This is an optimization exercise on Yosys and OpenROAD, whose aim is small area, a short achievable clock period and few clock cycles per item, not a production implementation. Only simulation tests tie the RTL to the original design; equivalence was not proved. Power is estimated from default activity; no workload was simulated.

==> flow/run.sh <==
#!/bin/bash
# synth_recipe.tcl (not shown) runs the flow's synth.tcl, then flattens the netlist and writes it again
# the make line also repeats each setting of config.mk as NAME=value (left out here)
make -C /OpenROAD-flow-scripts/flow DESIGN_CONFIG=/design/flow/config.mk WORK_HOME=/design/flow/orfs CLKGATE_MAP_FILE= SYNTH_SCRIPT=/design/flow/synth_recipe.tcl finish
==> flow/config.mk <==
export PLATFORM = sky130hd
export DESIGN_NAME = constrained_multi_queue_dispatcher_top
export DESIGN_NICKNAME = constrained_multi_queue_dispatcher_top
export VERILOG_FILES = /design/flow/design.v
export SDC_FILE = /design/flow/constraint.sdc
export NUM_CORES = 4
export LEC_CHECK = 0
export ABC_CLOCK_PERIOD_IN_PS = 2800
export CAP_MARGIN = 20
export CORE_MARGIN = 2
export CORE_UTILIZATION = 60
export SETUP_SLACK_MARGIN = 3.2
export SLEW_MARGIN = 20
==> flow/constraint.sdc <==
create_clock -name core_clock -period 6.0 [get_ports {clock}]
set_input_delay 1.2000 -clock core_clock [delete_from_list [all_inputs] [get_ports {clock}]]
set_output_delay 1.2000 -clock core_clock [all_outputs]
set_load 0.01 [all_outputs]
==> flow/design.v <==
module constrained_multi_queue_dispatcher_top (
   input  logic        clock,
   input  logic        reset,
   input  logic        req_tvalid,
   output logic        req_tready,
   input  logic [23:0] req_tdata,
   input  logic [2:0]  req_tuser,
   output logic        rsp_tvalid,
   input  logic        rsp_tready,
   output logic [23:0] rsp_tdata,
   output logic [2:0]  rsp_tuser,
   input  logic        csr_valid,
   output logic        csr_ready,
   input  logic [2:0]  csr_index,
   input  logic [19:0] csr_data
);
   localparam int NQ   = 4;
   localparam int FQ   = 3;           
   localparam int OWED = FQ + 1;      
   localparam int RW   = 21;          
   logic [2:0]          qiu_ff;
   logic [NQ-1:0][19:0] set_ff;
   logic [NQ-1:0]       en;
   always_ff @(posedge clock) begin
      if (reset) begin
         qiu_ff <= 3'd1;
         for (int q = 0; q < NQ; q++) set_ff[q] <= 20'd19424;
      end else if (csr_valid) begin
         if (csr_index == 3'd0) qiu_ff <= csr_data[2:0];
         for (int q = 0; q < NQ; q++)
            if (csr_index == 3'(q + 1)) set_ff[q] <= csr_data;
      end
   end
   always_comb
      for (int q = 0; q < NQ; q++) en[q] = (qiu_ff > 3'(q));
   assign csr_ready = 1'b1;
   logic       tready_ff;
   logic       acc;
   logic [2:0] owed_ff;
   logic       pop;
   assign req_tready = tready_ff;
   assign acc        = req_tvalid & tready_ff;
   logic [NQ-1:0] zmatch;
   for (genvar q = 0; q < NQ; q++) begin : g_match
      logic       inr, ok;
      logic [1:0] dm;
      assign dm  = set_ff[q][11:10];
      assign inr = (req_tdata[20:16] >= set_ff[q][4:0]) && (req_tdata[20:16] <= set_ff[q][9:5]);
      always_comb begin
         case (dm)
            2'd0:    ok = inr & ~req_tuser[2];
            2'd1:    ok = inr & req_tuser[2];
            2'd2:    ok = inr;
            default: ok = 1'b1;
         endcase
      end
      assign zmatch[q] = en[q] & ok;
   end
   logic          d_sub, d_fet, d_cpl, d_nop;
   logic [NQ-1:0] d_match;
   logic [15:0]   d_tag;
   logic [1:0]    d_qi;
   always_ff @(posedge clock) begin
      if (reset) begin
         d_sub <= 1'b0;
         d_fet <= 1'b0;
         d_cpl <= 1'b0;
         d_nop <= 1'b0;
      end else begin
         d_sub <= acc & (req_tuser[1:0] == 2'd0);
         d_fet <= acc & (req_tuser[1:0] == 2'd1);
         d_cpl <= acc & (req_tuser[1:0] == 2'd2);
         d_nop <= acc & (req_tuser[1:0] == 2'd3);
      end
      d_match <= zmatch;
      d_tag   <= req_tdata[15:0];
      d_qi    <= req_tdata[22:21];
   end
   logic [NQ-1:0][5:0] pend_ff;      
   logic [NQ-1:0][7:0] act_ff;       
   logic [NQ-1:0]      nempty_ff;    
   logic [NQ-1:0]      actnz_ff;     
   logic [NQ-1:0]      canact_ff;    
   logic [NQ-1:0] sub_c, fet_c, sub_sel, fet_sel, inc, dec, adec, cpl_oh;
   logic          sub_hit, fet_hit;
   logic [1:0]    sub_q, fet_q;
   always_comb begin
      for (int q = 0; q < NQ; q++) begin
         sub_c[q] = d_match[q] & ~pend_ff[q][5];
         fet_c[q] = en[q] & nempty_ff[q] & canact_ff[q];
      end
      sub_sel[0] = sub_c[0];
      sub_sel[1] = sub_c[1] & ~sub_c[0];
      sub_sel[2] = sub_c[2] & ~sub_c[1] & ~sub_c[0];
      sub_sel[3] = sub_c[3] & ~sub_c[2] & ~sub_c[1] & ~sub_c[0];
      fet_sel[0] = fet_c[0];
      fet_sel[1] = fet_c[1] & ~fet_c[0];
      fet_sel[2] = fet_c[2] & ~fet_c[1] & ~fet_c[0];
      fet_sel[3] = fet_c[3] & ~fet_c[2] & ~fet_c[1] & ~fet_c[0];
      sub_hit = |sub_c;
      fet_hit = |fet_c;
      sub_q   = {sub_sel[3] | sub_sel[2], sub_sel[3] | sub_sel[1]};
      fet_q   = {fet_sel[3] | fet_sel[2], fet_sel[3] | fet_sel[1]};
      for (int q = 0; q < NQ; q++) begin
         cpl_oh[q] = d_cpl & (d_qi == 2'(q));
         inc[q]    = d_sub & sub_sel[q];
         dec[q]    = d_fet & fet_sel[q];
         adec[q]   = cpl_oh[q] & actnz_ff[q];
      end
   end
   always_ff @(posedge clock) begin
      for (int q = 0; q < NQ; q++) begin
         if (reset) begin
            pend_ff[q]   <= 6'd0;
            act_ff[q]    <= 8'd0;
            nempty_ff[q] <= 1'b0;
            actnz_ff[q]  <= 1'b0;
            canact_ff[q] <= 1'b1;
         end else begin
            if (inc[q]) begin
               pend_ff[q]   <= pend_ff[q] + 6'd1;
               nempty_ff[q] <= 1'b1;
            end else if (dec[q]) begin
               pend_ff[q]   <= pend_ff[q] - 6'd1;
               nempty_ff[q] <= (pend_ff[q] != 6'd1);
            end
            if (dec[q]) begin
               act_ff[q]    <= act_ff[q] + 8'd1;
               actnz_ff[q]  <= 1'b1;
               canact_ff[q] <= ((act_ff[q] + 8'd1) < set_ff[q][19:12]);
            end else if (adec[q]) begin
               act_ff[q]    <= act_ff[q] - 8'd1;
               actnz_ff[q]  <= (act_ff[q] != 8'd1);
               canact_ff[q] <= ((act_ff[q] - 8'd1) < set_ff[q][19:12]);
            end else begin
               canact_ff[q] <= (act_ff[q] < set_ff[q][19:12]);
            end
         end
      end
   end
   logic [NQ*32-1:0][15:0] mem_ff;
   for (genvar q = 0; q < NQ; q++) begin : g_wq
      for (genvar s = 0; s < 32; s++) begin : g_ws
         always_ff @(posedge clock) begin
            if (inc[q] && pend_ff[q][4:0] == 5'(s)) mem_ff[q*32 + s] <= d_tag;
         end
      end
   end
   logic [NQ-1:0][7:0] pm1_lo;
   logic [NQ-1:0][3:0] pm1_hi;
   logic [7:0]         rd_lo;
   logic [3:0]         rd_hi;
   for (genvar q = 0; q < NQ; q++) begin : g_pm1
      logic [4:0] pm1;
      assign pm1 = pend_ff[q][4:0] - 5'd1;
      for (genvar i = 0; i < 8; i++) begin : g_lo
         assign pm1_lo[q][i] = (pm1[2:0] == 3'(i));
      end
      for (genvar i = 0; i < 4; i++) begin : g_hi
         assign pm1_hi[q][i] = (pm1[4:3] == 2'(i));
      end
   end
   always_comb begin
      rd_lo = '0;
      rd_hi = '0;
      for (int q = 0; q < NQ; q++) begin
         rd_lo = rd_lo | (pm1_lo[q] & {8{fet_sel[q]}});
         rd_hi = rd_hi | (pm1_hi[q] & {4{fet_sel[q]}});
      end
   end
   logic          r_v;
   logic [2:0]    r_st;
   logic [1:0]    r_q;
   logic [NQ-1:0] r_qoh;
   logic [7:0]    r_lo;
   logic [3:0]    r_hi;
   always_ff @(posedge clock) begin
      if (reset) begin
         r_v <= 1'b0;
      end else begin
         r_v <= d_sub | d_fet | d_cpl | d_nop;
      end
      r_qoh <= dec;
      r_lo  <= rd_lo;
      r_hi  <= rd_hi;
      if (d_sub) begin
         r_st <= sub_hit ? 3'd0 : 3'd1;
         r_q  <= sub_q;
      end else if (d_fet) begin
         r_st <= fet_hit ? 3'd2 : 3'd3;
         r_q  <= fet_q;
      end else if (d_cpl) begin
         r_st <= (|adec) ? 3'd4 : 3'd5;
         r_q  <= d_qi;
      end else begin
         r_st <= 3'd3;
         r_q  <= 2'd0;
      end
   end
   logic [15:0] grp [16];
   logic [15:0] r_tag;
   always_comb begin
      r_tag = '0;
      for (int g = 0; g < 16; g++) begin
         grp[g] = '0;
         for (int l = 0; l < 8; l++)
            grp[g] = grp[g] | (mem_ff[g*8 + l] & {16{r_lo[l]}});
         r_tag = r_tag | (grp[g] & {16{r_qoh[g/4] & r_hi[g%4]}});
      end
   end
   logic [RW-1:0] res;
   assign res = {r_st, r_q, r_tag};
   logic          out_v;
   logic [RW-1:0] out_d;
   logic [RW-1:0] fq_ff [FQ];
   logic [1:0]    fq_wr, fq_rd;
   logic [2:0]    fq_cnt;
   logic          load, fq_ne, fq_push, fq_pop;
   assign pop     = out_v & rsp_tready;
   assign load    = ~out_v | rsp_tready;
   assign fq_ne   = (fq_cnt != 3'd0);
   assign fq_pop  = load & fq_ne;
   assign fq_push = r_v & ~(load & ~fq_ne);
   always_ff @(posedge clock) begin
      if (reset) begin
         out_v  <= 1'b0;
         fq_wr  <= '0;
         fq_rd  <= '0;
         fq_cnt <= '0;
      end else begin
         if (load) out_v <= fq_ne | r_v;
         if (fq_push) fq_wr <= (fq_wr == 2'(FQ - 1)) ? 2'd0 : fq_wr + 2'd1;
         if (fq_pop)  fq_rd <= (fq_rd == 2'(FQ - 1)) ? 2'd0 : fq_rd + 2'd1;
         fq_cnt <= fq_cnt + 3'(fq_push) - 3'(fq_pop);
      end
      if (load) out_d <= fq_ne ? fq_ff[fq_rd] : res;
   end
   always_ff @(posedge clock) begin
      for (int i = 0; i < FQ; i++)
         if (r_v && fq_wr == 2'(i)) fq_ff[i] <= res;
   end
   assign rsp_tvalid = out_v;
   assign rsp_tuser  = out_d[20:18];
   assign rsp_tdata  = {6'd0, out_d[15:0], out_d[17:16]};
   logic [2:0] owed_nx;
   assign owed_nx = owed_ff + 3'(acc) - 3'(pop);
   always_ff @(posedge clock) begin
      if (reset) begin
         owed_ff   <= '0;
         tready_ff <= 1'b1;
      end else begin
         owed_ff   <= owed_nx;
         tready_ff <= (owed_nx < 3'(OWED));
      end
   end
endmodule
==> results of run 1 <==
sequential cells by signal (all words and copies together), names as in the netlist, 2 cells and up:
name / cells
act_ff: 32
actnz_ff: 4
canact_ff: 4
d_match: 4
d_qi: 2
d_tag: 16
fq_cnt: 3
fq_ff: 63
fq_rd: 2
fq_wr: 2
mem_ff: 2048
nempty_ff: 4
out_d: 21
owed_ff: 3
pend_ff: 24
qiu_ff: 3
r_hi: 4
r_lo: 8
r_q: 2
r_qoh: 4
r_st: 3
set_ff: 80
placed cells by master, fill, tap and decap left out, types with 26 or more instances in the layout:
cell type,instances
edfxtp_1,2132
a22oi_1,1027
nand2_1,302
clkbuf_16,225
buf_4,222
dfxtp_1,186
ha_1,176
nor2_1,172
a41oi_1,164
a21oi_1,129
inv_1,96
o21ai_0,75
a41oi_2,75
buf_12,69
clkbuf_1,66
xnor2_1,59
nand3_1,56
nor2_4,55
clkinv_1,52
clkdlybuf4s50_1,50
xor2_1,48
nor4_1,40
clkinv_2,35
nor3_1,29
and3_1,26
synth_stat cells, drive strengths merged (59+ instances only):
cell type  instances  area, µm²
ha               176       2200
a21oi            132        668
nor4              80        507
a22oi           1050       7880
edfxtp          2132      64000
nand2            317       1190
nor2             246        926
clkbuf           308       1160
a41oi            257       2250
o21ai             78        390
inv              102        383
dfxtp            211       4220
xnor2             59        517
nand3             61        335
routing by layer:
| metal | GRT usage | wire [µm] | vias up |
|---|---|---|---|
| met5 | 0 | 61 | - |
| met4 | 0.132 | 10700 | 8 |
| met3 | 0.0746 | 30400 | 452 |
| met2 | 0.522 | 122000 | 3214 |
| met1 | 0.509 | 105000 | 27964 |
| li1 | - | - | 23280 |
worst min-delay path, cell delays in order, from the launching register on:
cell,delay (ps)
dfxtp_1,300
nand2_1,50
a21oi_1,50
logic make-up (layout without fill, tap and decap cells):
kind of cell / Yosys count / count (layout)
AND/OR/NAND/NOR: 879 / 879
adder cells (fa/ha/maj): 178 / 178
other: 2 / 11
buffers and inverters: 457 / 902
XOR/XNOR: 107 / 107
flip-flops: 2343 / 2343
AO/OA/AOI/OAI: 1643 / 1643
multiplexers: 5 / 5
where the power goes:
group | internal [mW] | switching [mW]
Combinational | 0.359 | 0.712
Sequential | 17.9 | 0.187
Clock | 7.59 | 5.91
cell type report:
type                       count  area share
sequential                  2343       0.658
multi-input combinational   2819       0.208
clock buffer                 294      0.0569
timing repair buffer         388      0.0394
tap                         1930      0.0233
clock inverter               117      0.0101
inverter                     103     0.00383
antenna                        4   0.0000964
metrics by stage:
step | power (mW) | utilization | area [µm²] | hold WS, ps
floorplan | 19.1 | - | 89600 | 416
global placement | 19.6 | 0.631 | 93400 | 443
detailed placement | 19.6 | 0.632 | 93500 | 434
CTS | 32.8 | 0.694 | 103000 | 454
global route | 33.6 | 0.701 | 104000 | 469
finish | 32.7 | 0.701 | 104000 | 451
repair_timing:
item                       in CTS  in global routing
hold buffers                    0                  0
pin swaps                      49                 51
setup endpoints to repair    1210                740
cloned                          0                  1
buffers inserted               85                 22
resized for setup             212                105
path summary, 6_finish.rpt:
path                endpoint       start  cells after the start
setup / recovery    out_d[5]     r_hi[3]                      8
hold / removal    set_ff[73]  set_ff[73]                      2
setup reg to reg    out_d[5]     r_hi[3]                      8
hold reg to reg   set_ff[73]  set_ff[73]                      2
==> flow_summary_export.csv, run 1 <==
group,metric,value,unit
place,pre_cts_ws,2150,ps
logic_synthesis,postSynthCellCount,5614,
worst_setup_path,crit_slowest_cell,"a41oi_1",
sta,drv_slew,0,
global_routing,grt_util_all_layers,0.349,
final_layout,regArea,68300,µm²
floorplan,fp.dieH,390,µm
min_path,hold_class,"reg2reg",
sta,hold_viol,0,
place,dp_hpwl,158000,µm
logic_synthesis,synth_area_per_cell,16.0,µm²
place,place.gp.congestion,0.889,
floorplan,rows,141,
worst_setup_path,critPathLaunchType,"register",
place,place_inst,7473,
global_routing,grt_pass1_vias,51609,
sta,period_minus_slack,2900,ps
worst_setup_path,worst-path-buf-inv,2,
worst_setup_path,crit_required,6690,ps
clock_tree,cts.clk_slew.worst_paths,60,ps
worst_setup_path,worstPathArrival,3590,ps
floorplan,die_w,390,µm
global_routing,grt_max_degree,136,
worst_setup_path,critical_path.top_delay_family,"simple AND/OR/NAND/NOR gates",
clock_tree,clk_latency,860,ps
clock_tree,cts_buffers,222,
logic_synthesis,synthSimpleGateAreaFrac,0.0456,
logic_synthesis,syn_area,89600,µm²
floorplan,ios,85,
routing,dr_total_vias,54918,
routing,viasPerCell,6.87,
logic_synthesis,async_reset_ff_frac,0,
routing,drt_iter0_markers,7134,
routing,antenna_left,0,
logic_synthesis,synth_fa_ha_area_frac,0.0250,
logic_synthesis,yosys-mux-area-fraction,0.000559,
worst_setup_path,critical_path_class,"reg2reg",
worst_setup_path,crit_fanout,10,
outcome,status,"finished clean",
sta,fin_tns_setup,0,ps
floorplan,core,148000,µm²
worst_setup_path,critical-path-max-stage-delay,630,ps
worst_setup_path,rrSetupSlack,3100,ps
clock_tree,cts_tree,"done",
logic_synthesis,ys.flop_type,"edfxtp_1",
final_layout,drive_gt1_frac,0.150,
sta,fin_skew,33.2,ps
power_and_ir_drop,max-vdd-ir-drop,269,µV
power_and_ir_drop,cellPowerDensity,315,nW/µm²
sta,worst_slack,3100,ps
sta,maxSlewHeadroom,0.196,
logic_synthesis,ys_seq_area_frac,0.762,
logic_synthesis,synth.distinct_cells,75,
final_layout,fill_cells,9741,
clock_tree,clock_path_buffers,3,
logic_synthesis,synth-edff-count,2132,
routing,drtPass1Iterations,6,
sta,worst_pin_slew,1210,ps
sta,period_share,0.483,
sta,fmax,345,MHz
clock_tree,htreeDepth,4,
worst_setup_path,crit_chain,"nand2_1 > buf_4 > a41oi_1 > nor4_1 > nand4_1 > buf_4 > nand2_1 > o21ai_0",
routing,wire_per_inst,33.5,µm
logic_synthesis,synth_top_family_by_area,"compound AO/OA/AOI/OAI gates",
clock_tree,clock_tree.root_cell,"clkbuf_16",
place,portBuffers,76,
floorplan,die_area,152000,µm²
flow_run,max_cap_viol_count,0,
logic_synthesis,ys_warn_count,3,
clock_tree,cts_sinks,2343,
routing,drc,0,
sta,setup_violations,0,
final_layout,fin_nets,6110,
sta,grt_setup_unrepaired,"true",
logic_synthesis,synth_seq_cells,2343,
global_routing,grt-ovfl-total,0,
power_and_ir_drop,power.leakage,31.4,nW
global_routing,antenna_found_initial,9,
routing,routed_wl,268000,µm
floorplan,start_util,0.605,
worst_setup_path,endpoint_kind,"register",
global_routing,grt_pass1_wl,378000,µm
logic_synthesis,synth-xor-area-share,0.0105,
final_layout,multi_input_area,21600,µm²
logic_synthesis,synth_compound_area_frac,0.137,
final_layout,final_cells,7998,
final_layout,area_growth,15.9,%
Testbench counts, summed over its fixed seeds: cycles 22,217, items 20,000.
==> inputs of run 2 (changes only) <==
--- a/flow/config.mk
+++ b/flow/config.mk
@@ -5,9 +5,7 @@
 export SDC_FILE = /design/flow/constraint.sdc
 export NUM_CORES = 4
 export LEC_CHECK = 0
-export ABC_CLOCK_PERIOD_IN_PS = 2800
 export CAP_MARGIN = 20
 export CORE_MARGIN = 2
-export CORE_UTILIZATION = 60
-export SETUP_SLACK_MARGIN = 3.2
+export CORE_UTILIZATION = 40
 export SLEW_MARGIN = 20
==> run 2 against run 1 <==
Compared with the run above:
- cell count up 12%
- critical path depth down 1
- synthesized cell count unchanged
- via count down 1.3%
- critical path type unchanged
- still clean
- clock power up 4%
- critical endpoint is now out_d[13]
- wire length up 0.11%
- fmax down 30%
- area after synthesis unchanged
==> flow_summary_export.csv, run 2 <==
group,metric,value,unit
logic_synthesis,synth_top_cell_area_share,0.715,
sta,grt_setup_unrepaired,"false",
power_and_ir_drop,p_switching,7.02,mW
logic_synthesis,ys_warn_count,3,
global_routing,grt_util_all_layers,0.229,
worst_setup_path,crit_chain,"buf_12 > a22oi_1 > a41oi_1 > nor4_1 > nand4_1 > nand2_1 > o21ai_0",
clock_tree,cts_buffers,226,
sta,period_share,0.688,
final_layout,fin_area,102000,µm²
floorplan,die_w,477,µm
logic_synthesis,async_reset_ff_frac,0,
final_layout,top_register,"mem_ff",
sta,fin_tns_setup,0,ps
final_layout,final_common_cell,"edfxtp_1",
final_layout,mostFrequentLayoutCells,"2132 x edfxtp_1, 1050 x a22oi_1, 316 x nand2_1",
routing,wire_per_inst,29.9,µm
final_layout,drive_gt1_frac,0.112,
place,portBuffers,76,
power_and_ir_drop,pwr-share-seq,0.545,
logic_synthesis,synth_most_common_cell,"edfxtp_1",
logic_synthesis,synth-edff-count,2132,
clock_tree,htreeDepth,4,
place,dpl-instance-area,94900,µm²
floorplan,ios,85,
power_and_ir_drop,power.share.clock,0.422,
final_layout,top_regs,"mem_ff x2048, set_ff x80, fq_ff x63",
power_and_ir_drop,max-vdd-ir-drop,260,µV
clock_tree,cts_tree,"done",
sta,hold_viol,0,
routing,drt_iter0_markers,7066,
routing,viasPerCell,6.05,
outcome,status,"finished clean",
floorplan,rows,173,
sta,drv_slew,0,
final_layout,largest_reg_flops,2048,
floorplan,die_area,228000,µm²
power_and_ir_drop,swShare,0.211,
logic_synthesis,synth_top_area_cell,"edfxtp_1",
global_routing,grt_max_degree,141,
logic_synthesis,ys_seq_area_frac,0.762,
clock_tree,clock_path_buffers,3,
floorplan,fp.dieH,477,µm
clock_tree,cts.clk_slew.worst_paths,60,ps
global_routing,grt_pass1_vias,51664,
sta,fin_skew,52.8,ps
clock_tree,post_cts_resize_count,0,
logic_synthesis,synth.distinct_cells,75,
logic_synthesis,syn_area,89600,µm²
worst_setup_path,worst-path-buf-inv,1,
place,dp_hpwl,161000,µm
worst_setup_path,crit_required,6620,ps
sta,timing.hold.ws,455,ps
routing,antenna_left,0,
floorplan,start_util,0.403,
worst_setup_path,crit_fanout,51,
power_and_ir_drop,cellPowerDensity,325,nW/µm²
power_and_ir_drop,power_frac_comb,0.033,
logic_synthesis,ys.flop_type,"edfxtp_1",
routing,routed_wl,268000,µm
final_layout,fin_nets,6019,
power_and_ir_drop,internal-power,26.2,mW
routing,drtPass1Iterations,8,
worst_setup_path,worstPathArrival,4740,ps
worst_setup_path,crit_slowest_cell,"nor4_1",
final_layout,area_growth,14.3,%
worst_setup_path,critical_path.top_delay_family,"simple AND/OR/NAND/NOR gates",
sta,worst_pin_slew,1250,ps
power_and_ir_drop,power.leakage,30.6,nW
clock_tree,post_cts_buffers,0,
flow_run,max_cap_viol_count,0,
min_path,hold_class,"reg2reg",
sta,period_minus_slack,4130,ps
worst_setup_path,critPathLaunchType,"register",
global_routing,grt-ovfl-total,0,
worst_setup_path,endpoint_kind,"register",
worst_setup_path,critical_path_class,"reg2reg",
clock_tree,clk_latency,900,ps
clock_tree,hold_buffers,0,
clock_tree,cts_sinks,2343,
clock_tree,clock_tree.root_cell,"clkbuf_16",
logic_synthesis,synth_seq_cells,2343,
sta,maxSlewHeadroom,0.152,
routing,drc,0,
final_layout,final_util,0.460,
logic_synthesis,postSynthCellCount,5614,
global_routing,antenna_found_initial,11,
logic_synthesis,synth_area_per_cell,16.0,µm²
floorplan,core,223000,µm²
worst_setup_path,critical-path-max-stage-delay,1120,ps
sta,setup_violations,0,
routing,dr_total_vias,54186,
logic_synthesis,synth_area_leaders,"edfxtp_1 71%, a22oi_1 8.8%, dfxtp_1 4.7%",
sta,fmax,242,MHz
logic_synthesis,synthTopCellsByCount,"2132 x edfxtp_1, 1050 x a22oi_1, 316 x nand2_1",
global_routing,grt_pass1_wl,379000,µm
place,place.gp.congestion,0.879,
==> run 2: cell count changes in the layout (fill, tap and decap cells not counted), moves of 24 or more <==
cell	delta
a41oi_1	+92
buf_12	-51
buf_4	-37
nor4_1	+31
nor4_4	-24
a41oi_2	-74
clkdlybuf4s50_1	+25
nor2_4	-33
==> run 2: worst min-delay path, stage by stage, from the launching register on <==
cell,delay [ps]
dfxtp_1,310
nand2_1,50
a21oi_1,50
==> run 2: cells by family after synthesis <==
kind of cell | Yosys count | synth area share
mux | 5 | 0.000559
xor+xnor | 107 | 0.0105
simple gates | 879 | 0.0456
flops | 2343 | 0.762
buf+inv | 457 | 0.0199
other cells | 2 | 0.0000838
fa+ha+maj | 178 | 0.0250
compound gates | 1643 | 0.137
==> run 2: final cells by class <==
type                       instances  area (µm²)
timing repair buffer             293        2700
multi-input combinational       2819       19900
tap                             2975        3720
inverter                         103         387
clock inverter                   143        1390
sequential                      2343       68300
antenna                            6        15.0
clock buffer                     281        5930
fill                           19208      120000
==> run 2: power by group through the flow <==
stage | Sequential (mW) | Combinational (mW) | Clock (mW)
2_1_floorplan | 18.5 | 0.531 | 0
4_1_cts | 18.1 | 1.10 | 14.2
5_1_grt | 18.1 | 1.20 | 14.8
6_report | 18.1 | 1.09 | 14.0
3_3_place_gp | 18.5 | 1.07 | 0
3_5_place_dp | 18.5 | 1.09 | 0
==> run 2: final timing paths <==
kind | startpoint | end | slack (ps) | depth (start not counted)
setup / recovery | r_lo[5] | out_d[13] | 1870 | 7
hold / removal | set_ff[36] | set_ff[36] | 450 | 2
setup reg to reg | r_lo[5] | out_d[13] | 1870 | 7
hold reg to reg | set_ff[36] | set_ff[36] | 450 | 2
==> run 2: per-stage QoR <==
stage,power (mW),cells,setup slack [ps]
finish,33.3,8963,1870
global route,34.1,8958,1890
CTS,33.4,8950,1970
detailed placement,19.6,8526,1930
global placement,19.5,8519,1950
floorplan,19.0,5619,2640
==> run 2: layer usage <==
metal  track usage  wire, µm  up-vias  share of wire
li1              -         -    23098              -
met1         0.314    108000    27933           0.40
met2         0.361    125000     2711           0.46
met3        0.0403     23700      438          0.088
met4        0.0975     11700        6          0.044
met5             0        43        -        0.00016
==> inputs of run 3 (changes only) <==
--- a/flow/design.v
+++ b/flow/design.v
@@ -138,11 +138,47 @@
          end
       end
    end
+   logic [NQ-1:0][7:0] p_lo;
+   logic [NQ-1:0][3:0] p_hi;
+   logic [7:0]         wr_lo;
+   logic [3:0]         wr_hi;
+   for (genvar q = 0; q < NQ; q++) begin : g_p
+      for (genvar i = 0; i < 8; i++) begin : g_lo
+         assign p_lo[q][i] = (pend_ff[q][2:0] == 3'(i));
+      end
+      for (genvar i = 0; i < 4; i++) begin : g_hi
+         assign p_hi[q][i] = (pend_ff[q][4:3] == 2'(i));
+      end
+   end
+   always_comb begin
+      wr_lo = '0;
+      wr_hi = '0;
+      for (int q = 0; q < NQ; q++) begin
+         wr_lo = wr_lo | (p_lo[q] & {8{sub_sel[q]}});
+         wr_hi = wr_hi | (p_hi[q] & {4{sub_sel[q]}});
+      end
+   end
+   logic [NQ-1:0] w_qoh;
+   logic [3:0]    w_hi;
+   logic [7:0]    w_lo;
+   logic [15:0]   w_tag;
+   always_ff @(posedge clock) begin
+      if (reset) begin
+         w_qoh <= '0;
+      end else begin
+         w_qoh <= inc;
+      end
+      w_hi  <= wr_hi;
+      w_lo  <= wr_lo;
+      w_tag <= d_tag;
+   end
    logic [NQ*32-1:0][15:0] mem_ff;
    for (genvar q = 0; q < NQ; q++) begin : g_wq
-      for (genvar s = 0; s < 32; s++) begin : g_ws
-         always_ff @(posedge clock) begin
-            if (inc[q] && pend_ff[q][4:0] == 5'(s)) mem_ff[q*32 + s] <= d_tag;
+      for (genvar h = 0; h < 4; h++) begin : g_wh
+         for (genvar l = 0; l < 8; l++) begin : g_wl
+            always_ff @(posedge clock) begin
+               if (w_qoh[q] && w_hi[h] && w_lo[l]) mem_ff[q*32 + h*8 + l] <= w_tag;
+            end
          end
       end
    end
@@ -221,6 +257,12 @@
    assign fq_ne   = (fq_cnt != 3'd0);
    assign fq_pop  = load & fq_ne;
    assign fq_push = r_v & ~(load & ~fq_ne);
+   logic [1:0] fq_wr_p1, fq_rd_p1;
+   logic [2:0] cnt_ld, cnt_hold;
+   assign fq_wr_p1 = (fq_wr == 2'(FQ - 1)) ? 2'd0 : fq_wr + 2'd1;
+   assign fq_rd_p1 = (fq_rd == 2'(FQ - 1)) ? 2'd0 : fq_rd + 2'd1;
+   assign cnt_ld   = fq_ne ? (r_v ? fq_cnt : fq_cnt - 3'd1) : 3'd0;
+   assign cnt_hold = r_v ? fq_cnt + 3'd1 : fq_cnt;
    always_ff @(posedge clock) begin
       if (reset) begin
          out_v  <= 1'b0;
@@ -229,9 +271,9 @@
          fq_cnt <= '0;
       end else begin
          if (load) out_v <= fq_ne | r_v;
-         if (fq_push) fq_wr <= (fq_wr == 2'(FQ - 1)) ? 2'd0 : fq_wr + 2'd1;
-         if (fq_pop)  fq_rd <= (fq_rd == 2'(FQ - 1)) ? 2'd0 : fq_rd + 2'd1;
-         fq_cnt <= fq_cnt + 3'(fq_push) - 3'(fq_pop);
+         if (fq_push) fq_wr <= fq_wr_p1;
+         if (fq_pop)  fq_rd <= fq_rd_p1;
+         fq_cnt <= load ? cnt_ld : cnt_hold;
       end
       if (load) out_d <= fq_ne ? fq_ff[fq_rd] : res;
    end
@@ -242,15 +284,31 @@
    assign rsp_tvalid = out_v;
    assign rsp_tuser  = out_d[20:18];
    assign rsp_tdata  = {6'd0, out_d[15:0], out_d[17:16]};
-   logic [2:0] owed_nx;
-   assign owed_nx = owed_ff + 3'(acc) - 3'(pop);
+   logic [2:0] owed_p1, owed_m1, owed_nx;
+   logic       t_p1, t_0, t_m1;
+   assign owed_p1 = owed_ff + 3'd1;
+   assign owed_m1 = owed_ff - 3'd1;
+   assign t_p1    = (owed_p1 < 3'(OWED));
+   assign t_0     = (owed_ff < 3'(OWED));
+   assign t_m1    = (owed_m1 < 3'(OWED));
+   always_comb begin
+      case ({acc, pop})
+         2'b10:   owed_nx = owed_p1;
+         2'b01:   owed_nx = owed_m1;
+         default: owed_nx = owed_ff;
+      endcase
+   end
    always_ff @(posedge clock) begin
       if (reset) begin
          owed_ff   <= '0;
          tready_ff <= 1'b1;
       end else begin
-         owed_ff   <= owed_nx;
-         tready_ff <= (owed_nx < 3'(OWED));
+         owed_ff <= owed_nx;
+         case ({acc, pop})
+            2'b10:   tready_ff <= t_p1;
+            2'b01:   tready_ff <= t_m1;
+            default: tready_ff <= t_0;
+         endcase
       end
    end
 endmodule
--- a/flow/config.mk
+++ b/flow/config.mk
@@ -7,5 +7,6 @@
 export LEC_CHECK = 0
 export CAP_MARGIN = 20
 export CORE_MARGIN = 2
-export CORE_UTILIZATION = 40
+export CORE_UTILIZATION = 60
+export SETUP_SLACK_MARGIN = 3.3
 export SLEW_MARGIN = 20
==> run 3 against run 2 <==
Compared with the run above:
- global-route usage grew 13 points
- register-to-register slack gained 1200 ps
- power shrank 2.1%
- fmax grew 40%
- critical path type unchanged
- sequential power is essentially flat
- combinational power shrank 51%
- sequential share of layout area shrank 1.5 points
- worst setup slack gained 1200 ps
- critical endpoint is now out_d[6]
- largest power group unchanged
- still clean
- cell count shrank 9.3%
==> flow_summary_export.csv, run 3 <==
group,metric,value,unit
global_routing,grt_pass1_wl,393000,µm
logic_synthesis,ys.flop_type,"edfxtp_1",
outcome,status,"finished clean",
sta,worst_pin_slew,1230,ps
floorplan,core,150000,µm²
sta,fmax,339,MHz
routing,routed_wl,281000,µm
logic_synthesis,synth-xor-area-share,0.0103,
routing,antenna_left,0,
worst_setup_path,crit_slowest_cell,"nor4_4",
power_and_ir_drop,cellPowerDensity,308,nW/µm²
power_and_ir_drop,power_frac_comb,0.016,
worst_setup_path,endpoint_kind,"register",
final_layout,final_util,0.705,
final_layout,mostFrequentLayoutCells,"2132 x edfxtp_1, 948 x a22oi_1, 310 x nand2_1",
sta,drv_slew,0,
min_path,whs_path_depth,0,
clock_tree,cts.clk_slew.worst_paths,60,ps
final_layout,top_regs,"mem_ff x2048, set_ff x80, fq_ff x63",
power_and_ir_drop,internal-power,25.8,mW
place,place.gp.congestion,0.870,
routing,top_layer,"met5",
clock_tree,htreeDepth,4,
final_layout,top_register,"mem_ff",
logic_synthesis,ys_seq_area_frac,0.757,
sta,grt_setup_unrepaired,"true",
place,portBuffers,76,
floorplan,die_w,393,µm
logic_synthesis,syn_area,91000,µm²
global_routing,antenna_found_initial,15,
clock_tree,clock_path_buffers,3,
power_and_ir_drop,swShare,0.206,
place,place_inst,7583,
worst_setup_path,worstPathArrival,3530,ps
flow_run,max_cap_viol_count,0,
logic_synthesis,synthSimpleGateAreaFrac,0.0490,
final_layout,area_growth,16.3,%
final_layout,regArea,69000,µm²
clock_tree,clk_latency,870,ps
power_and_ir_drop,power.share.clock,0.424,
logic_synthesis,synth_area_leaders,"edfxtp_1 70%, a22oi_1 8.7%, dfxtp_1 5.3%",
sta,period_minus_slack,2950,ps
worst_setup_path,ff2ff_path_depth,9,
logic_synthesis,synth_most_common_cell,"edfxtp_1",
logic_synthesis,synth_top_cell_area_share,0.704,
logic_synthesis,ys_warn_count,3,
min_path,hold_class,"reg2reg",
worst_setup_path,crit_fanout,53,
logic_synthesis,synth.distinct_cells,75,
sta,setup_violations,0,
worst_setup_path,critical_path_class,"reg2reg",
worst_setup_path,timing.rr.start,"r_lo[4]",
logic_synthesis,synth_fa_ha_area_frac,0.0248,
routing,wl_met3,32500,µm
min_path,hp-start,"d_tag[14]",
floorplan,die_area,155000,µm²
final_layout,drive_gt1_frac,0.155,
worst_setup_path,critPathLaunchType,"register",
logic_synthesis,synthTopCellsByCount,"2132 x edfxtp_1, 1052 x a22oi_1, 354 x clkbuf_1",
logic_synthesis,synth_compound_area_frac,0.137,
logic_synthesis,synth_top_family_by_area,"compound AO/OA/AOI/OAI gates",
clock_tree,cts_buffers,228,
sta,period_share,0.492,
power_and_ir_drop,max-vdd-ir-drop,330,µV
routing,drt_iter0_markers,8330,
power_and_ir_drop,p_switching,6.72,mW
place,dpl-instance-area,94300,µm²
logic_synthesis,async_reset_ff_frac,0,
worst_setup_path,crit_required,6580,ps
logic_synthesis,synth-edff-count,2132,
floorplan,fp.dieH,393,µm
power_and_ir_drop,power.leakage,32.4,nW
final_layout,multi_input_area,22800,µm²
routing,dr_total_vias,56660,
sta,hold_viol,0,
routing,drtPass1Iterations,9,
logic_synthesis,yosys-mux-area-fraction,0.000894,
routing,drc,0,
global_routing,grt_util_all_layers,0.354,
sta,maxSlewHeadroom,0.181,
worst_setup_path,rrSetupSlack,3050,ps
worst_setup_path,critical-path-max-stage-delay,620,ps
floorplan,ios,85,
routing,viasPerCell,6.97,
place,dp_hpwl,157000,µm
clock_tree,cts_sinks,2375,
logic_synthesis,synth_area_per_cell,15.9,µm²
final_layout,final_common_cell,"edfxtp_1",
final_layout,fill_cells,9809,
clock_tree,clock_tree.root_cell,"clkbuf_16",
routing,met2_length,130000,µm
global_routing,grt-ovfl-total,0,
global_routing,grt_max_degree,108,
sta,fin_tns_setup,0,ps
clock_tree,hold_buffers,0,
logic_synthesis,postSynthCellCount,5729,
sta,timing.hold.ws,324,ps
final_layout,fin_nets,6141,
sta,fin_skew,25.6,ps
clock_tree,cts_tree,"done",
logic_synthesis,synth_seq_cells,2375,
routing,wire_per_inst,34.6,µm
final_layout,final_cells,8128,
routing,wl_met1,106000,µm
logic_synthesis,synth_top_area_cell,"edfxtp_1",
floorplan,rows,142,
floorplan,start_util,0.606,
worst_setup_path,startpoint,"r_lo[4]",
worst_setup_path,path_common_cell,"buf_12",
power_and_ir_drop,pwr-share-seq,0.559,
global_routing,grt_pass1_vias,52805,
final_layout,fin_area,106000,µm²
final_layout,largest_reg_flops,2048,
worst_setup_path,crit_chain,"buf_12 > buf_12 > a22oi_2 > a41oi_4 > nor4_4 > nand4_1 > buf_6 > nand2_1 > o21ai_0",
-- run 3: worst paths after layout --
kind | endpoint
worst max register to register | out_d[6]
worst max-delay path | out_d[6]
worst min-delay path | w_tag[14]
worst min register to register | w_tag[14]
-- run 3: cell type report --
type,count,area share
sequential,2375,0.652
multi-input combinational,2871,0.216
clock buffer,298,0.0574
timing repair buffer,322,0.0363
tap,2016,0.0238
clock inverter,127,0.0101
inverter,107,0.00390
antenna,11,0.000260
timing repair inverter,1,0.0000473
-- run 3: metrics by stage --
stage                     power [mW]  setup slack [ps]
after floorplan                 18.8              3380
after global placement          19.0              1870
after detailed placement        19.1              1990
after CTS                       32.6              3190
after global routing            33.3              3140
final                           32.5              3050
-- run 3: logic make-up (layout without fill, tap and decap cells) --
logic type	after synthesis	count (layout)
xor gates and xnor gates	107	107
other	2	18
adders and majority gates	180	180
DFF	2375	2375
and+or+nand+nor	894	894
AOI/OAI and AO/OA	1675	1675
buffers and inverters	488	855
muxes	8	8
-- run 3: per-layer routing --
layer  global-route usage  up-vias
met3               0.0685      535
met2                0.547     3465
li1                     -    23683
met1                0.503    28973
met5                    0        -
met4                0.139        4
-- run 3: worst max-delay path, delay by kind of cell (launching register included) --
family / cells / cell delay, ps
simple gates: 3 / 890
compound gates: 3 / 650
buf+inv: 3 / 560
flops: 1 / 430
-- run 3: power by group through the flow --
| stage | logic [mW] | registers [mW] | clock network [mW] |
|---|---|---|---|
| after floorplan | 0.216 | 18.5 | 0 |
| after global placement | 0.489 | 18.6 | 0 |
| after detailed placement | 0.503 | 18.6 | 0 |
| after CTS | 0.518 | 18.2 | 13.8 |
| after global routing | 0.575 | 18.2 | 14.5 |
| final | 0.534 | 18.2 | 13.8 |
-- run 3: timing repair --
action	CTS	global route
pin swaps	53	84
gates cloned	9	9
gates resized for setup	290	234
endpoints found under the hold margin	0	0
setup endpoints to repair	123	51
buffers inserted	65	25
Testbench counts of run 3, summed over its fixed seeds: cycles 22,217, items 20,000.
==> inputs of run 4 (changes only) <==
--- a/flow/design.v
+++ b/flow/design.v
@@ -15,24 +15,42 @@
    input  logic [19:0] csr_data
 );
    localparam int NQ   = 4;
-   localparam int FQ   = 3;           
+   localparam int FQ   = 4;           
    localparam int OWED = FQ + 1;      
    localparam int RW   = 21;          
-   logic [2:0]          qiu_ff;
+   logic [NQ-1:0]       en;          
    logic [NQ-1:0][19:0] set_ff;
-   logic [NQ-1:0]       en;
    always_ff @(posedge clock) begin
       if (reset) begin
-         qiu_ff <= 3'd1;
+         en <= 4'b0001;
          for (int q = 0; q < NQ; q++) set_ff[q] <= 20'd19424;
       end else if (csr_valid) begin
-         if (csr_index == 3'd0) qiu_ff <= csr_data[2:0];
+         if (csr_index == 3'd0)
+            for (int q = 0; q < NQ; q++) en[q] <= (csr_data[2:0] > 3'(q));
          for (int q = 0; q < NQ; q++)
             if (csr_index == 3'(q + 1)) set_ff[q] <= csr_data;
       end
    end
-   always_comb
-      for (int q = 0; q < NQ; q++) en[q] = (qiu_ff > 3'(q));
+   function automatic logic ult5(input logic [4:0] a, input logic [4:0] b);
+      logic lt, eq;
+      lt = 1'b0;
+      eq = 1'b1;
+      for (int i = 4; i >= 0; i--) begin
+         lt = lt | (eq & ~a[i] & b[i]);
+         eq = eq & ~(a[i] ^ b[i]);
+      end
+      ult5 = lt;
+   endfunction
+   function automatic logic ult8(input logic [7:0] a, input logic [7:0] b);
+      logic lt, eq;
+      lt = 1'b0;
+      eq = 1'b1;
+      for (int i = 7; i >= 0; i--) begin
+         lt = lt | (eq & ~a[i] & b[i]);
+         eq = eq & ~(a[i] ^ b[i]);
+      end
+      ult8 = lt;
+   endfunction
    assign csr_ready = 1'b1;
    logic       tready_ff;
    logic       acc;
@@ -45,7 +63,7 @@
       logic       inr, ok;
       logic [1:0] dm;
       assign dm  = set_ff[q][11:10];
-      assign inr = (req_tdata[20:16] >= set_ff[q][4:0]) && (req_tdata[20:16] <= set_ff[q][9:5]);
+      assign inr = ~ult5(req_tdata[20:16], set_ff[q][4:0]) & ~ult5(set_ff[q][9:5], req_tdata[20:16]);
       always_comb begin
          case (dm)
             2'd0:    ok = inr & ~req_tuser[2];
@@ -108,6 +126,9 @@
          adec[q]   = cpl_oh[q] & actnz_ff[q];
       end
    end
+   logic [NQ-1:0][7:0] lim_m1;
+   always_comb
+      for (int q = 0; q < NQ; q++) lim_m1[q] = set_ff[q][19:12] - 8'd1;
    always_ff @(posedge clock) begin
       for (int q = 0; q < NQ; q++) begin
          if (reset) begin
@@ -127,13 +148,13 @@
             if (dec[q]) begin
                act_ff[q]    <= act_ff[q] + 8'd1;
                actnz_ff[q]  <= 1'b1;
-               canact_ff[q] <= ((act_ff[q] + 8'd1) < set_ff[q][19:12]);
+               canact_ff[q] <= (act_ff[q] != lim_m1[q]);
             end else if (adec[q]) begin
                act_ff[q]    <= act_ff[q] - 8'd1;
                actnz_ff[q]  <= (act_ff[q] != 8'd1);
-               canact_ff[q] <= ((act_ff[q] - 8'd1) < set_ff[q][19:12]);
+               canact_ff[q] <= ~ult8(set_ff[q][19:12], act_ff[q]);
             end else begin
-               canact_ff[q] <= (act_ff[q] < set_ff[q][19:12]);
+               canact_ff[q] <= ult8(act_ff[q], set_ff[q][19:12]);
             end
          end
       end
@@ -244,8 +265,16 @@
          r_tag = r_tag | (grp[g] & {16{r_qoh[g/4] & r_hi[g%4]}});
       end
    end
+   logic          res_v;
    logic [RW-1:0] res;
-   assign res = {r_st, r_q, r_tag};
+   always_ff @(posedge clock) begin
+      if (reset) begin
+         res_v <= 1'b0;
+      end else begin
+         res_v <= r_v;
+      end
+      res <= {r_st, r_q, r_tag};
+   end
    logic          out_v;
    logic [RW-1:0] out_d;
    logic [RW-1:0] fq_ff [FQ];
@@ -256,13 +285,13 @@
    assign load    = ~out_v | rsp_tready;
    assign fq_ne   = (fq_cnt != 3'd0);
    assign fq_pop  = load & fq_ne;
-   assign fq_push = r_v & ~(load & ~fq_ne);
+   assign fq_push = res_v & ~(load & ~fq_ne);
    logic [1:0] fq_wr_p1, fq_rd_p1;
    logic [2:0] cnt_ld, cnt_hold;
    assign fq_wr_p1 = (fq_wr == 2'(FQ - 1)) ? 2'd0 : fq_wr + 2'd1;
    assign fq_rd_p1 = (fq_rd == 2'(FQ - 1)) ? 2'd0 : fq_rd + 2'd1;
-   assign cnt_ld   = fq_ne ? (r_v ? fq_cnt : fq_cnt - 3'd1) : 3'd0;
-   assign cnt_hold = r_v ? fq_cnt + 3'd1 : fq_cnt;
+   assign cnt_ld   = fq_ne ? (res_v ? fq_cnt : fq_cnt - 3'd1) : 3'd0;
+   assign cnt_hold = res_v ? fq_cnt + 3'd1 : fq_cnt;
    always_ff @(posedge clock) begin
       if (reset) begin
          out_v  <= 1'b0;
@@ -270,7 +299,7 @@
          fq_rd  <= '0;
          fq_cnt <= '0;
       end else begin
-         if (load) out_v <= fq_ne | r_v;
+         if (load) out_v <= fq_ne | res_v;
          if (fq_push) fq_wr <= fq_wr_p1;
          if (fq_pop)  fq_rd <= fq_rd_p1;
          fq_cnt <= load ? cnt_ld : cnt_hold;
@@ -279,7 +308,7 @@
    end
    always_ff @(posedge clock) begin
       for (int i = 0; i < FQ; i++)
-         if (r_v && fq_wr == 2'(i)) fq_ff[i] <= res;
+         if (res_v && fq_wr == 2'(i)) fq_ff[i] <= res;
    end
    assign rsp_tvalid = out_v;
    assign rsp_tuser  = out_d[20:18];
--- a/flow/config.mk
+++ b/flow/config.mk
@@ -7,6 +7,8 @@
 export LEC_CHECK = 0
 export CAP_MARGIN = 20
 export CORE_MARGIN = 2
-export CORE_UTILIZATION = 60
+export CORE_UTILIZATION = 75
+export CTS_CLUSTER_DIAMETER = 70
+export CTS_CLUSTER_SIZE = 25
 export SETUP_SLACK_MARGIN = 3.3
 export SLEW_MARGIN = 20
==> run 4 against run 3 <==
Compared with the run above:
- utilization rose by 11 points
- flip-flop and latch count rose by 44
- fmax rose by 0.31%
- via count fell by 2.5%
- area after synthesis rose by 0.54%
- worst setup slack improved by 9.0 ps
- critical endpoint is now res[9]
==> flow_summary_export.csv, run 4 <==
group,metric,value,unit
min_path,hp-start,"d_tag[7]",
worst_setup_path,crit_fanout,91,
global_routing,grt_util_all_layers,0.394,
clock_tree,clk_latency,780,ps
worst_setup_path,reg2reg_to,"res[9]",
logic_synthesis,synth_top_cell_area_share,0.707,
clock_tree,cts.clk_slew.worst_paths,90,ps
routing,drtPass1Iterations,9,
clock_tree,hold_buffers,0,
sta,fin_tns_setup,0,ps
place,place.gp.congestion,0.927,
floorplan,ios,85,
sta,period_share,0.491,
final_layout,fin_nets,5753,
logic_synthesis,synth_most_common_cell,"edfxtp_1",
logic_synthesis,synth.distinct_cells,92,
power_and_ir_drop,max-vdd-ir-drop,336,µV
routing,drc,0,
logic_synthesis,syn_area,91500,µm²
sta,period_minus_slack,2940,ps
final_layout,top_regs,"mem_ff x2048, fq_ff x84, set_ff x80",
worst_setup_path,critPathCapture,"res[9]",
logic_synthesis,ys.flop_type,"edfxtp_1",
logic_synthesis,async_reset_ff_frac,0,
clock_tree,clock_path_buffers,3,
worst_setup_path,worstPathArrival,3650,ps
sta,maxSlewHeadroom,0.222,
floorplan,die_area,125000,µm²
power_and_ir_drop,swShare,0.204,
place,dp_hpwl,141000,µm
worst_setup_path,critPathLaunchType,"register",
logic_synthesis,ys_warn_count,3,
power_and_ir_drop,power,28.5,mW
sta,hold_viol,0,
clock_tree,cts_sinks,2419,
routing,antenna_left,0,
global_routing,grt_pass1_vias,51674,
logic_synthesis,synth_area_leaders,"edfxtp_1 71%, a22oi_1 8.4%, dfxtp_1 5.8%",
logic_synthesis,postSynthCellCount,5705,
power_and_ir_drop,internal-power,22.7,mW
worst_setup_path,rrSetupSlack,3060,ps
power_and_ir_drop,p_switching,5.80,mW
worst_setup_path,timing.rr.start,"r_lo[1]",
global_routing,antenna_found_initial,20,
sta,setup_violations,0,
clock_tree,cts_tree,"done",
final_layout,final_cells,7339,
floorplan,core,121000,µm²
worst_setup_path,startpoint,"r_lo[1]",
floorplan,fp.dieH,353,µm
floorplan,rows,128,
routing,dr_total_vias,55254,
routing,viasPerCell,7.53,
routing,routed_wl,248000,µm
worst_setup_path,crit_required,6710,ps
power_and_ir_drop,cellPowerDensity,290,nW/µm²
final_layout,fill_cells,6333,
outcome,status,"finished clean",
logic_synthesis,synthTopCellsByCount,"2153 x edfxtp_1, 1028 x a22oi_1, 342 x clkbuf_1",
final_layout,mostFrequentLayoutCells,"2153 x edfxtp_1, 1028 x a22oi_1, 265 x nand2_1",
min_path,whs_path_depth,0,
sta,worst_pin_slew,1170,ps
worst_setup_path,endpoint_kind,"register",
logic_synthesis,ys_seq_area_frac,0.765,
final_layout,final_common_cell,"edfxtp_1",
sta,drv_slew,0,
clock_tree,cts_buffers,120,
clock_tree,htreeDepth,3,
floorplan,start_util,0.753,
power_and_ir_drop,pwr-share-seq,0.648,
final_layout,top_register,"mem_ff",
final_layout,largest_reg_flops,2048,
routing,drt_iter0_markers,10108,
power_and_ir_drop,power.leakage,29.3,nW
logic_synthesis,synth-edff-count,2153,
floorplan,die_w,353,µm
sta,fin_skew,33.1,ps
flow_run,max_cap_viol_count,0,
global_routing,grt-ovfl-total,0,
worst_setup_path,ff2ff_path_depth,5,
final_layout,area_growth,7.46,%
clock_tree,clock_tree.root_cell,"clkbuf_16",
logic_synthesis,synth_seq_cells,2419,
logic_synthesis,synth_top_area_cell,"edfxtp_1",
logic_synthesis,synth_area_per_cell,16.0,µm²
global_routing,grt_pass1_wl,354000,µm
power_and_ir_drop,power.share.clock,0.334,
worst_setup_path,critical_path_class,"reg2reg",
routing,wire_per_inst,33.7,µm
sta,grt_setup_unrepaired,"true",
sta,fmax,340,MHz
power_and_ir_drop,power_frac_comb,0.018,
place,place_inst,7105,
place,portBuffers,76,
global_routing,grt_max_degree,111,
min_path,hold_class,"reg2reg",
final_layout,drive_gt1_frac,0.0715,
-- run 4: worst min-delay path by stage --
stage / to / slack [ps]
after floorplan: res[16] / 310
after global placement: w_tag[0] / 310
after detailed placement: w_tag[0] / 310
after CTS: w_tag[13] / 330
after global routing: w_tag[4] / 330
final: w_tag[7] / 330
-- run 4: cell families after synthesis --
family,after synthesis,share of synthesized area
and+or+nand+nor,960,0.0550
buffers and inverters,481,0.0206
muxes,12,0.00133
other,2,0.0000821
adders and majority gates,97,0.0128
DFF,2419,0.765
xor gates and xnor gates,99,0.00948
AOI/OAI and AO/OA,1635,0.136
-- run 4: worst max-delay path: stages (launching register included) --
cell     delay (ps)
dfxtp_4         820
buf_12          470
a22oi_1         190
a41oi_1         840
nor4_2          240
nand4_1         150
-- run 4: timing repair --
action                                  CTS  global route
pin swaps                                 0             6
setup buffers                             3            12
gates cloned                              0             0
endpoints found under the setup margin   39            16
gates resized for setup                  70            16
-- run 4: layout make-up --
| cell class | count | area [µm²] | share of cell area |
|---|---|---|---|
| sequential | 2419 | 70100 | 0.713 |
| multi-input combinational | 2810 | 20100 | 0.205 |
| clock buffer | 157 | 3300 | 0.0336 |
| tap | 1625 | 2030 | 0.0207 |
| timing repair buffer | 173 | 1740 | 0.0177 |
| clock inverter | 53 | 636 | 0.00647 |
| inverter | 94 | 354 | 0.00360 |
| antenna | 8 | 20.0 | 0.000204 |
-- run 4: layer usage --
metal | global-route usage | part of all wire
met5 | 0 | 0.00035
met4 | 0.181 | 0.051
met3 | 0.0932 | 0.14
met2 | 0.586 | 0.45
met1 | 0.567 | 0.35
-- run 4: power by group through the flow --
stage / clock network (mW) / logic (mW) / registers [mW]
after global routing: 10.0 / 0.538 / 18.5
after detailed placement: 0 / 0.489 / 18.9
after floorplan: 0 / 0.221 / 18.9
after global placement: 0 / 0.475 / 18.8
after CTS: 9.48 / 0.490 / 18.5
final: 9.52 / 0.506 / 18.5
-- run 4: metrics by stage --
step	utilization	setup slack [ps]	area, µm²	hold slack [ps]
3_3_place_gp	0.772	2740	93700	312
3_5_place_dp	0.772	2710	93700	312
2_1_floorplan	-	3560	91500	310
6_report	0.810	3060	98300	328
4_1_cts	0.807	3150	98000	329
5_1_grt	0.809	3230	98300	335
Testbench counts of run 4, summed over its fixed seeds: cycles 22,225, items 20,000.
==> inputs of run 5 (changes only) <==
--- a/flow/config.mk
+++ b/flow/config.mk
@@ -10,5 +10,5 @@
 export CORE_UTILIZATION = 75
 export CTS_CLUSTER_DIAMETER = 70
 export CTS_CLUSTER_SIZE = 25
-export SETUP_SLACK_MARGIN = 3.3
+export SETUP_SLACK_MARGIN = 3.6
 export SLEW_MARGIN = 20
==> run 5 against run 4 <==
Compared with the run above:
- area after synthesis did not move
- non-clock buffer count is 131 higher
- hold slack about the same
- count of clock-buffer cells in the layout up 1
- flip-flop and latch count did not move
- critical path type unchanged
- still clean
==> flow_summary_export.csv, run 5 <==
group,metric,value,unit
worst_setup_path,worstPathArrival,3290,ps
place,pre_cts_ws,2570,ps
clock_tree,htreeDepth,3,
final_layout,top_register,"mem_ff",
power_and_ir_drop,cellPowerDensity,280,nW/µm²
clock_tree,cts_tree,"done",
logic_synthesis,synth_area_leaders,"edfxtp_1 71%, a22oi_1 8.4%, dfxtp_1 5.8%",
place,place.gp.congestion,0.918,
clock_tree,clock_path_buffers,3,
place,place_inst,7136,
final_layout,fin_area,102000,µm²
sta,fin_skew,76.2,ps
logic_synthesis,synth_area_per_cell,16.0,µm²
power_and_ir_drop,internal-power,22.8,mW
logic_synthesis,synth-edff-count,2153,
worst_setup_path,crit_fanout,11,
routing,drtPass1Iterations,10,
routing,antenna_left,0,
floorplan,rows,128,
logic_synthesis,synth_top_area_cell,"edfxtp_1",
sta,worst_pin_slew,1160,ps
worst_setup_path,endpoint_kind,"register",
sta,maxSlewHeadroom,0.227,
outcome,status,"finished clean",
logic_synthesis,synth.distinct_cells,92,
clock_tree,cts_sinks,2419,
sta,hold_viol,0,
power_and_ir_drop,p_switching,5.82,mW
floorplan,ios,85,
final_layout,top_regs,"mem_ff x2048, fq_ff x84, set_ff x80",
final_layout,fin_nets,5884,
power_and_ir_drop,power.leakage,30.4,nW
min_path,hp-start,"d_tag[4]",
final_layout,area_growth,11.7,%
global_routing,grt_util_all_layers,0.414,
min_path,whs_path_depth,0,
routing,routed_wl,269000,µm
worst_setup_path,ff2ff_path_depth,7,
global_routing,grt_pass1_wl,371000,µm
min_path,min_to,"w_tag[4]",
worst_setup_path,timing.rr.start,"r_lo[3]",
global_routing,grt_pass1_vias,53048,
clock_tree,hold_buffers,0,
power_and_ir_drop,power.share.clock,0.335,
clock_tree,clock_tree.root_cell,"clkbuf_16",
floorplan,die_area,125000,µm²
logic_synthesis,syn_area,91500,µm²
sta,drv_slew,0,
sta,setup_violations,0,
worst_setup_path,crit_required,6490,ps
floorplan,die_w,353,µm
clock_tree,cts_buffers,119,
routing,viasPerCell,7.73,
final_layout,mostFrequentLayoutCells,"2153 x edfxtp_1, 900 x a22oi_1, 260 x nand2_1",
power_and_ir_drop,max-vdd-ir-drop,368,µV
logic_synthesis,ys_warn_count,3,
floorplan,core,121000,µm²
logic_synthesis,synth_seq_cells,2419,
floorplan,fp.dieH,353,µm
place,dp_hpwl,143000,µm
worst_setup_path,reg2reg_to,"res[10]",
final_layout,final_common_cell,"edfxtp_1",
floorplan,start_util,0.753,
logic_synthesis,postSynthCellCount,5705,
clock_tree,clk_latency,790,ps
global_routing,antenna_found_initial,19,
sta,fin_tns_setup,0,ps
logic_synthesis,ys_seq_area_frac,0.765,
sta,worst_slack,3190,ps
logic_synthesis,async_reset_ff_frac,0,
global_routing,grt_max_degree,116,
flow_run,max_cap_viol_count,0,
min_path,hold_class,"reg2reg",
routing,drt_iter0_markers,11516,
global_routing,grt-ovfl-total,0,
worst_setup_path,critPathLaunchType,"register",
place,portBuffers,76,
logic_synthesis,synthTopCellsByCount,"2153 x edfxtp_1, 1028 x a22oi_1, 342 x clkbuf_1",
sta,fmax,356,MHz
sta,period_share,0.468,
routing,dr_total_vias,57863,
final_layout,final_cells,7488,
sta,timing.hold.ws,328,ps
routing,wire_per_inst,36.0,µm
final_layout,drive_gt1_frac,0.146,
power_and_ir_drop,swShare,0.203,
place,dpl-instance-area,94000,µm²
clock_tree,cts.clk_slew.worst_paths,100,ps
sta,grt_setup_unrepaired,"true",
logic_synthesis,synth_most_common_cell,"edfxtp_1",
worst_setup_path,critical_path_class,"reg2reg",
sta,period_minus_slack,2810,ps
worst_setup_path,rrSetupSlack,3190,ps
power_and_ir_drop,power_frac_comb,0.019,
final_layout,largest_reg_flops,2048,
power_and_ir_drop,pwr-share-seq,0.646,
logic_synthesis,ys.flop_type,"edfxtp_1",
logic_synthesis,synth_top_cell_area_share,0.707,
routing,drc,0,
==> run 5: critical path, cell delays in order, from the launching register on <==
cell     delay (ps)
dfxtp_4         380
buf_12          160
buf_4           160
buf_4           190
a22oi_1         210
a41oi_1         430
nor4_4          500
nand4_1         470
==> run 5: cell families (layout without fill, tap and decap cells) <==
kind of cell | Yosys count | count (layout) | share of synthesized area
XOR/XNOR | 99 | 99 | 0.00948
AND/OR/NAND/NOR | 960 | 960 | 0.0550
buffers and inverters | 481 | 603 | 0.0206
adder cells (fa/ha/maj) | 97 | 97 | 0.0128
AO/OA/AOI/OAI | 1635 | 1635 | 0.136
flip-flops | 2419 | 2419 | 0.765
multiplexers | 12 | 12 | 0.00133
other | 2 | 38 | 0.0000821
==> run 5: how the worst max path moves through the flow <==
stage                              from            to  slack, ps  cells after the start
final                           r_lo[3]       res[10]       3190                      7
after global routing            r_lo[0]        res[1]       3380                      7
after CTS                      out_d[7]  rsp_tdata[9]       3440                      1
after detailed placement      csr_valid    set_ff[28]       2570                      7
after global placement        csr_valid    set_ff[28]       2620                      7
after floorplan           req_tdata[16]    d_match[0]       3600                      6
==> run 5: power groups by stage <==
stage	clock [mW]	combinational, mW	sequential (mW)
2_1_floorplan	0	0.222	18.9
3_5_place_dp	0	0.486	18.9
3_3_place_gp	0	0.472	18.9
4_1_cts	9.42	0.506	18.5
5_1_grt	10.0	0.575	18.5
6_report	9.58	0.544	18.5
==> run 5: layout make-up <==
| cell class | instances | area [µm²] |
|---|---|---|
| repair buffers | 304 | 3610 |
| clock inverters | 46 | 538 |
| flip-flops and latches | 2419 | 70100 |
| clock buffers | 158 | 3340 |
| fillers | 5624 | 19200 |
| diodes | 31 | 77.6 |
| multi-input cells | 2810 | 22100 |
| inverters | 94 | 362 |
| repair inverters | 1 | 5.00 |
| well taps | 1625 | 2030 |
==> run 5: layer usage <==
metal / up-vias / wire (µm) / share of wire / track usage
li1: 23263 / - / - / -
met1: 28462 / 88900 / 0.33 / 0.584
met2: 5266 / 121000 / 0.45 / 0.607
met3: 856 / 43500 / 0.16 / 0.110
met4: 16 / 15900 / 0.059 / 0.217
met5: - / 142 / 0.00053 / 0
==> run 5: repair_timing <==
| action | in CTS | in global routing |
|---|---|---|
| resized for setup | 367 | 207 |
| cloned | 9 | 8 |
| setup buffers | 49 | 49 |
| endpoints found under the setup margin | 1144 | 192 |
| pin swaps | 72 | 98 |
==> run 5: through the flow <==
step           utilization  power [mW]
2_1_floorplan            -        19.1
3_3_place_gp         0.774        19.3
3_5_place_dp         0.774        19.3
4_1_cts              0.826        28.4
5_1_grt              0.841        29.1
6_report             0.842        28.6

==> separate check: timing with driven ports <==
The flow's constraints put no driver on any port. The routed layouts listed below were extracted and timed again, unchanged, in two steps.
Step 1 assumes that a clkbuf_16 drives the clock port and a buf_2 every other input.
Step 2 also shifts input and output timing later by t, the mid clock arrival at the registers, as if the neighbouring blocks saw the same clock.
Three values: ideal, step 1, step 2; two values: the first two.
| run | t, ns | setup slack, ns | latest minus earliest clock arrival (ns) | worst data-port slew with drivers (ns) |
|---|---|---|---|---|
| run 1 | 0.924 | 3.103 / 3.103 / 2.459 | 0.038 / 0.037 | 0.08 |
| run 2 | 0.949 | 1.873 / 1.873 / 1.873 | 0.054 / 0.054 | 0.06 |
| run 3 | 0.951 | 3.047 / 3.047 / 2.546 | 0.029 / 0.029 | 0.04 |
| run 4 | 0.841 | 3.056 / 3.056 / 2.693 | 0.040 / 0.040 | 0.05 |
| run 5 | 0.830 | 3.190 / 3.190 / 2.918 | 0.076 / 0.076 | 0.05 |
After both steps every run listed still meets setup and hold. For run 1, which loses most, drivers alone change the setup slack by 0.000 ns; drivers and shift together by -0.644 ns.
